Source: an optimization exercise on an open RTL-to-GDS flow (aim: small area, a short achievable clock period and few clock cycles per item). Production flows keep margins and buffers that such runs may drop. Power figures rest on the tool's default switching activity, not on a simulated workload.

==> flow/design.v <==
module dts_match (
    input  logic [31:0]  w,
    input  logic [3:0]   avail_ge,     
    input  logic [127:0] cfg_bytes,    
    input  logic [11:0]  leff,         
    output logic         match,
    output logic [1:0]   num,
    output logic [2:0]   len
);
    logic [3:0] m;
    always_comb begin
        for (int d = 0; d < 4; d++) begin
            m[d] = (leff[3*d +: 3] != 3'd0);
            for (int j = 0; j < 4; j++) begin
                if (leff[3*d +: 3] > 3'(j) &&
                    (!avail_ge[j] || w[8*j +: 8] != cfg_bytes[32*d + 8*j +: 8])) begin
                    m[d] = 1'b0;
                end
            end
        end
    end
    always_comb begin
        match = |m;
        num   = m[0] ? 2'd0 : m[1] ? 2'd1 : m[2] ? 2'd2 : 2'd3;
        len   = leff[3*num +: 3];
    end
endmodule
module delimiter_text_splitter_core (
    input  logic        aclk,
    input  logic        aresetn,
    input  logic        cfg_we,
    input  logic [2:0]  cfg_addr,
    input  logic [31:0] cfg_wdata,
    input  logic        s_tvalid,
    output logic        s_tready,
    input  logic [7:0]  s_tdata,    
    input  logic        s_tlast,
    output logic        m_tvalid,
    input  logic        m_tready,
    output logic [47:0] m_tdata,    
    output logic [3:0]  m_tuser,    
    output logic        m_tlast
);
    logic [127:0] cfg_bytes;
    logic [11:0]  cfg_lens;
    logic [2:0]   cfg_count;
    logic [11:0]  leff;
    logic [5:0]   cfg_en;
    logic [31:0]  cfg_d0, cfg_d1, cfg_d2, cfg_d3;
    logic [11:0]  cfg_d4;
    logic [2:0]   cfg_d5;
    always_comb begin
        for (int k = 0; k < 6; k++) begin
            cfg_en[k] = !aresetn || (cfg_we && cfg_addr == 3'(k));
        end
        cfg_d0 = aresetn ? cfg_wdata : 32'h0000_0A0A;
        cfg_d1 = aresetn ? cfg_wdata : 32'h0000_000A;
        cfg_d2 = aresetn ? cfg_wdata : 32'h0000_0009;
        cfg_d3 = aresetn ? cfg_wdata : 32'h0000_202E;
        cfg_d4 = aresetn ? cfg_wdata[11:0] : 12'o2112;
        cfg_d5 = aresetn ? cfg_wdata[2:0] : 3'd3;
    end
    always_ff @(posedge aclk) begin
        if (cfg_en[0]) cfg_bytes[31:0]   <= cfg_d0;
        if (cfg_en[1]) cfg_bytes[63:32]  <= cfg_d1;
        if (cfg_en[2]) cfg_bytes[95:64]  <= cfg_d2;
        if (cfg_en[3]) cfg_bytes[127:96] <= cfg_d3;
        if (cfg_en[4]) cfg_lens          <= cfg_d4;
        if (cfg_en[5]) cfg_count         <= cfg_d5;
    end
    always_comb begin
        for (int d = 0; d < 4; d++) begin
            logic [2:0] c;
            c = cfg_lens[3*d +: 3];
            if (c > 3'd4) c = 3'd4;
            if (cfg_count <= 3'(d)) c = 3'd0;
            leff[3*d +: 3] = c;
        end
    end
    logic        rdy_q;                  
    logic        in_v, in_l;
    logic [7:0]  in_d;
    logic [31:0] rb;                     
    logic [3:0]  rv, rl;                 
    logic        mr_match;               
    logic [1:0]  mr_num;
    logic [2:0]  mr_len;
    logic [1:0]  skip;
    logic [1:0]  hrun;                   
    logic        phase;                  
    logic [20:0] qr;
    logic        near;
    logic [2:0]  pr;
    logic        o_v;
    logic [19:0] o_off;
    logic [20:0] o_len;
    logic        o_hit, o_tl, o_fin;
    logic [1:0]  o_num;
    logic [19:0] nstart;                 
    function automatic logic [2:0] head_yield(input logic v0, input logic l0,
                                              input logic m, input logic [1:0] sk,
                                              input logic [1:0] hr, input logic ph);
        logic h;
        h = v0 && sk == 2'd0 && m && !ph;
        head_yield = {h, v0 && (h || l0), l0 && h && hr != 2'd3};
    endfunction
    logic        flush, shift, load, hit, produce, split, fin;
    logic [3:0]  avail_ge;
    logic        match;
    logic [1:0]  mnum;
    logic [2:0]  mlen;
    logic [2:0]  lx;
    logic        t_tl;
    logic [20:0] t_end;
    logic [21:0] d0, len_raw;
    logic [20:0] t_len;
    assign flush = !in_v && (rv[3] ? rl[3] : rv[2] ? rl[2] : rv[1] ? rl[1] : rv[0] && rl[0]);
    assign {hit, produce, split} = head_yield(rv[0], rl[0], mr_match, skip, hrun, phase);
    assign fin   = rl[0] && !split;
    assign load  = (in_v || flush) && produce && !o_v;
    assign shift = (in_v || flush) && (!produce || !o_v) && !split;
    assign avail_ge = {!(rl[1] || rl[2] || rl[3]), !(rl[1] || rl[2]), !rl[1], 1'b1};
    dts_match u_match (
        .w         ({in_d, rb[31:8]}),
        .avail_ge  (avail_ge),
        .cfg_bytes (cfg_bytes),
        .leff      (leff),
        .match     (match),
        .num       (mnum),
        .len       (mlen)
    );
    always_comb begin
        logic [2:0] a4;                  
        logic [2:0] s3;
        logic [2:0] t3;
        a4      = rl[0] ? 3'd3 : rl[1] ? 3'd2 : rl[2] ? 3'd1 : 3'd0;
        t_tl    = near && (pr > a4);
        lx      = hit ? mr_len : 3'd1;
        d0      = {1'b0, qr} - {2'b00, nstart};
        s3      = {1'b0, d0[1:0]} + lx;
        len_raw = {s3[2] ? d0[21:2] + 20'd1 : d0[21:2], s3[1:0]};
        t_len   = len_raw[21] ? 21'd0 : len_raw[20:0];
        t3      = {1'b0, qr[1:0]} + lx;
        t_end   = {t3[2] ? qr[20:2] + 19'd1 : qr[20:2], t3[1:0]};
    end
    logic [3:0]  rv_nx, rl_nx;
    logic        mr_match_nx;
    logic [1:0]  skip_nx, hrun_nx;
    logic        phase_nx;
    logic [20:0] qr_nx;
    logic        near_nx;
    logic [2:0]  pr_nx;
    always_comb begin
        logic [2:0] a4n;
        logic [2:0] qlo;
        logic       adv;                 
        a4n         = '0;
        qlo         = '0;
        adv         = 1'b0;
        rv_nx       = rv;
        rl_nx       = rl;
        mr_match_nx = mr_match;
        skip_nx     = skip;
        hrun_nx     = hrun;
        phase_nx    = phase;
        qr_nx       = qr;
        near_nx     = near;
        pr_nx       = pr;
        if (load && split) begin
            phase_nx = 1'b1;
        end
        if (shift) begin
            rv_nx       = {in_v, rv[3:1]};
            rl_nx       = {in_v && in_l, rl[3:1]};
            mr_match_nx = match;
            phase_nx    = 1'b0;
            if (!rv[0]) begin
                skip_nx = '0;
            end else if (skip != 2'd0) begin
                skip_nx = skip - 2'd1;
            end else if (mr_match) begin
                skip_nx = 2'(mr_len - 3'd1);
            end
            if (!rv[0] || rl[0] || !hit) begin
                hrun_nx = '0;
            end else if (hrun != 2'd3) begin
                hrun_nx = hrun + 2'd1;
            end
            adv = rv[0] && !rl[0];
            a4n = rl[1] ? 3'd3 : rl[2] ? 3'd2 : rl[3] ? 3'd1 : 3'd0;
            if (adv) begin
                near_nx = near || qr == 21'h0FFFFB;
                pr_nx   = !near ? 3'd0 : (pr == 3'd4) ? 3'd4 : pr + 3'd1;
            end else begin
                near_nx = 1'b0;
                pr_nx   = 3'd0;
            end
            qlo = (pr_nx > a4n) ? a4n : pr_nx;
            if (near_nx) begin
                qr_nx = {19'h3FFFF, qlo[1:0]};
            end else if (adv) begin
                qr_nx = qr + 21'd1;
            end else begin
                qr_nx = '0;
            end
        end
        if (!aresetn) begin
            rv_nx    = '0;
            phase_nx = 1'b0;
        end
    end
    always_ff @(posedge aclk) begin
        rv    <= rv_nx;
        phase <= phase_nx;
    end
    always_ff @(posedge aclk) begin
        if (shift) begin
            rb       <= {in_d, rb[31:8]};
            mr_num   <= mnum;
            mr_len   <= mlen;
        end
        rl       <= rl_nx;
        mr_match <= mr_match_nx;
        skip     <= skip_nx;
        hrun     <= hrun_nx;
        qr       <= qr_nx;
        near     <= near_nx;
        pr       <= pr_nx;
    end
    logic in_v_nx, o_v_nx;
    logic [2:0] y_nx;
    assign in_v_nx = rdy_q ? s_tvalid : in_v;
    assign o_v_nx  = load || (o_v && !m_tready);
    assign y_nx    = head_yield(rv_nx[0], rl_nx[0], mr_match_nx, skip_nx, hrun_nx, phase_nx);
    always_ff @(posedge aclk) begin
        if (!aresetn) begin
            in_v  <= 1'b0;
            rdy_q <= 1'b1;
        end else begin
            in_v  <= in_v_nx;
            rdy_q <= !in_v_nx || ((!y_nx[1] || !o_v_nx) && !y_nx[0]);
        end
    end
    always_ff @(posedge aclk) begin
        if (rdy_q) begin
            in_d <= s_tdata;
            in_l <= s_tlast;
        end
    end
    always_ff @(posedge aclk) begin
        if (!aresetn) begin
            o_v    <= 1'b0;
            nstart <= '0;
        end else begin
            o_v <= o_v_nx;
            if (load) begin
                nstart <= fin ? 20'd0 : (t_end[20] ? 20'hFFFFF : t_end[19:0]);
            end
        end
    end
    always_ff @(posedge aclk) begin
        if (load) begin
            o_off <= nstart;
            o_len <= t_len;
            o_hit <= hit;
            o_num <= hit ? mr_num : 2'd0;
            o_tl  <= t_tl;
            o_fin <= fin;
        end
    end
    assign s_tready = rdy_q;
    assign m_tvalid = o_v;
    assign m_tdata  = {7'd0, o_len, o_off};
    assign m_tuser  = {o_tl, o_num, o_hit};
    assign m_tlast  = o_fin;
endmodule
==> flow/config.mk <==
export PLATFORM = sky130hd
export DESIGN_NAME = delimiter_text_splitter_core
export DESIGN_NICKNAME = delimiter_text_splitter_core
export VERILOG_FILES = /design/flow/design.v
export SDC_FILE = /design/flow/constraint.sdc
export NUM_CORES = 4
export LEC_CHECK = 0
export CAP_MARGIN = 20
export CORE_MARGIN = 2
export CORE_UTILIZATION = 50
export CTS_CLUSTER_DIAMETER = 80
export CTS_CLUSTER_SIZE = 24
export SLEW_MARGIN = 20
==> flow/constraint.sdc <==
create_clock -name core_clock -period 16.0 [get_ports {aclk}]
set_input_delay 3.2000 -clock core_clock [delete_from_list [all_inputs] [get_ports {aclk}]]
set_output_delay 3.2000 -clock core_clock [all_outputs]
set_load 0.01 [all_outputs]
standard.sh (not shown) runs the stock make flow with config.mk's settings and CLKGATE_MAP_FILE= SYNTH_SCRIPT=/design/flow/synth_recipe.tcl, a recipe that flattens the netlist after the stock synthesis.
==> flow/flow/run.sh <==
#!/bin/bash
# The standard layout with buf_2 port buffers, and timing repair aimed at a
# setup slack well above zero so that the layout's paths get sized for speed.
set -euo pipefail
bash standard.sh BUFFER_PORTS_ARGS="-buffer_cell sky130_fd_sc_hd__buf_2" SETUP_SLACK_MARGIN=11.9 TNS_END_PERCENT=100 finish > standard_flow.log 2>&1
The first run passed the timing, DRC and antenna checks.
Next try:
--- a/flow/design.v
+++ b/flow/design.v
@@ -94,11 +94,11 @@
     logic        o_v;
     logic [19:0] o_off;
     logic [20:0] o_len;
     logic        o_hit, o_tl, o_fin;
     logic [1:0]  o_num;
-    logic [19:0] nstart;                 
+    logic [21:0] d0;
     function automatic logic [2:0] head_yield(input logic v0, input logic l0,
                                               input logic m, input logic [1:0] sk,
                                               input logic [1:0] hr, input logic ph);
         logic h;
         h = v0 && sk == 2'd0 && m && !ph;
@@ -109,12 +109,12 @@
     logic        match;
     logic [1:0]  mnum;
     logic [2:0]  mlen;
     logic [2:0]  lx;
     logic        t_tl;
-    logic [20:0] t_end;
-    logic [21:0] d0, len_raw;
+    logic        te_top;                
+    logic [21:0] len_raw;
     logic [20:0] t_len;
     assign flush = !in_v && (rv[3] ? rl[3] : rv[2] ? rl[2] : rv[1] ? rl[1] : rv[0] && rl[0]);
     assign {hit, produce, split} = head_yield(rv[0], rl[0], mr_match, skip, hrun, phase);
     assign fin   = rl[0] && !split;
     assign load  = (in_v || flush) && produce && !o_v;
@@ -130,20 +130,17 @@
         .len       (mlen)
     );
     always_comb begin
         logic [2:0] a4;                  
         logic [2:0] s3;
-        logic [2:0] t3;
         a4      = rl[0] ? 3'd3 : rl[1] ? 3'd2 : rl[2] ? 3'd1 : 3'd0;
         t_tl    = near && (pr > a4);
         lx      = hit ? mr_len : 3'd1;
-        d0      = {1'b0, qr} - {2'b00, nstart};
         s3      = {1'b0, d0[1:0]} + lx;
         len_raw = {s3[2] ? d0[21:2] + 20'd1 : d0[21:2], s3[1:0]};
         t_len   = len_raw[21] ? 21'd0 : len_raw[20:0];
-        t3      = {1'b0, qr[1:0]} + lx;
-        t_end   = {t3[2] ? qr[20:2] + 19'd1 : qr[20:2], t3[1:0]};
+        te_top  = near && ({1'b0, qr[1:0]} + mr_len == 3'd4);
     end
     logic [3:0]  rv_nx, rl_nx;
     logic        mr_match_nx;
     logic [1:0]  skip_nx, hrun_nx;
     logic        phase_nx;
@@ -207,10 +204,24 @@
         if (!aresetn) begin
             rv_nx    = '0;
             phase_nx = 1'b0;
         end
     end
+    logic [21:0] d0_nx;
+    always_comb begin
+        logic dq;
+        dq = !near || (qr_nx[1:0] != qr[1:0]);
+        if (load && fin) begin
+            d0_nx = '0;
+        end else if (load) begin
+            d0_nx = {21'd0, shift && dq} - {19'd0, mr_len} + {21'd0, te_top};
+        end else if (shift) begin
+            d0_nx = !(rv[0] && !rl[0]) ? 22'd0 : dq ? d0 + 22'd1 : d0;
+        end else begin
+            d0_nx = d0;
+        end
+    end
     always_ff @(posedge aclk) begin
         rv    <= rv_nx;
         phase <= phase_nx;
     end
     always_ff @(posedge aclk) begin
@@ -222,10 +233,11 @@
         rl       <= rl_nx;
         mr_match <= mr_match_nx;
         skip     <= skip_nx;
         hrun     <= hrun_nx;
         qr       <= qr_nx;
+        d0       <= d0_nx;
         near     <= near_nx;
         pr       <= pr_nx;
     end
     logic in_v_nx, o_v_nx;
     logic [2:0] y_nx;
@@ -247,28 +259,24 @@
             in_l <= s_tlast;
         end
     end
     always_ff @(posedge aclk) begin
         if (!aresetn) begin
-            o_v    <= 1'b0;
-            nstart <= '0;
+            o_v <= 1'b0;
         end else begin
             o_v <= o_v_nx;
-            if (load) begin
-                nstart <= fin ? 20'd0 : (t_end[20] ? 20'hFFFFF : t_end[19:0]);
-            end
-        end
-    end
-    always_ff @(posedge aclk) begin
-        if (load) begin
-            o_off <= nstart;
-            o_len <= t_len;
-            o_hit <= hit;
-            o_num <= hit ? mr_num : 2'd0;
-            o_tl  <= t_tl;
-            o_fin <= fin;
-        end
+        end
+    end
+    logic [21:0] t_off;
+    assign t_off = {1'b0, qr} - d0;
+    always_ff @(posedge aclk) begin
+        o_off <= ({20{load}} & t_off[19:0]) | ({20{!load}} & o_off);
+        o_len <= ({21{load}} & t_len) | ({21{!load}} & o_len);
+        o_hit <= (load & hit) | (!load & o_hit);
+        o_num <= ({2{load & hit}} & mr_num) | ({2{!load}} & o_num);
+        o_tl  <= (load & t_tl) | (!load & o_tl);
+        o_fin <= (load & fin) | (!load & o_fin);
     end
     assign s_tready = rdy_q;
     assign m_tvalid = o_v;
     assign m_tdata  = {7'd0, o_len, o_off};
     assign m_tuser  = {o_tl, o_num, o_hit};
Result:
- setup slack gets worse by 7.6 ps
- hold slack hardly moves
- combinational power stays flat
- non-clock buffer count falls by 6
- critical path depth falls by 1
- routed wire length rises by 1.3%
- global-route usage falls by 0.44 points
- fmax stays flat
- cell count rises by 1.2%
- flip-flop and latch count rises by 2
- die area falls by 0.60%
- core utilization hardly moves
No run of this note included a check of the RTL's function; only the layout flow was run.

==> what the ideal ports hide <==
Ports are ideal in the flow. The routed layouts listed here were re-timed in OpenROAD. Step 1 assumes that a clkbuf_16 drives the clock port and a buf_2 every other input. Step 2 also shifts input and output timing later by t, the mid clock arrival at the registers, as if the neighbouring blocks saw the same clock. Slacks: no drivers / after step 1 / after step 2; pairs: no drivers / after step 1.
| run | shift t [ns] | slack for setup (ns) | hold slack, ns | worst setup path at the end |
|---|---|---|---|---|
| the first run | 0.558 | 11.715 / 11.666 / 11.416 | 0.468 / 0.468 / 0.468 | input to register |
| the second run | 0.560 | 11.708 / 11.656 / 11.378 | 0.469 / 0.469 / 0.469 | input to register |
After both steps setup and hold are still met in every run listed. The setup slack of the second run, which loses most, moves by -0.052 ns with the drivers and by -0.330 ns with both steps.
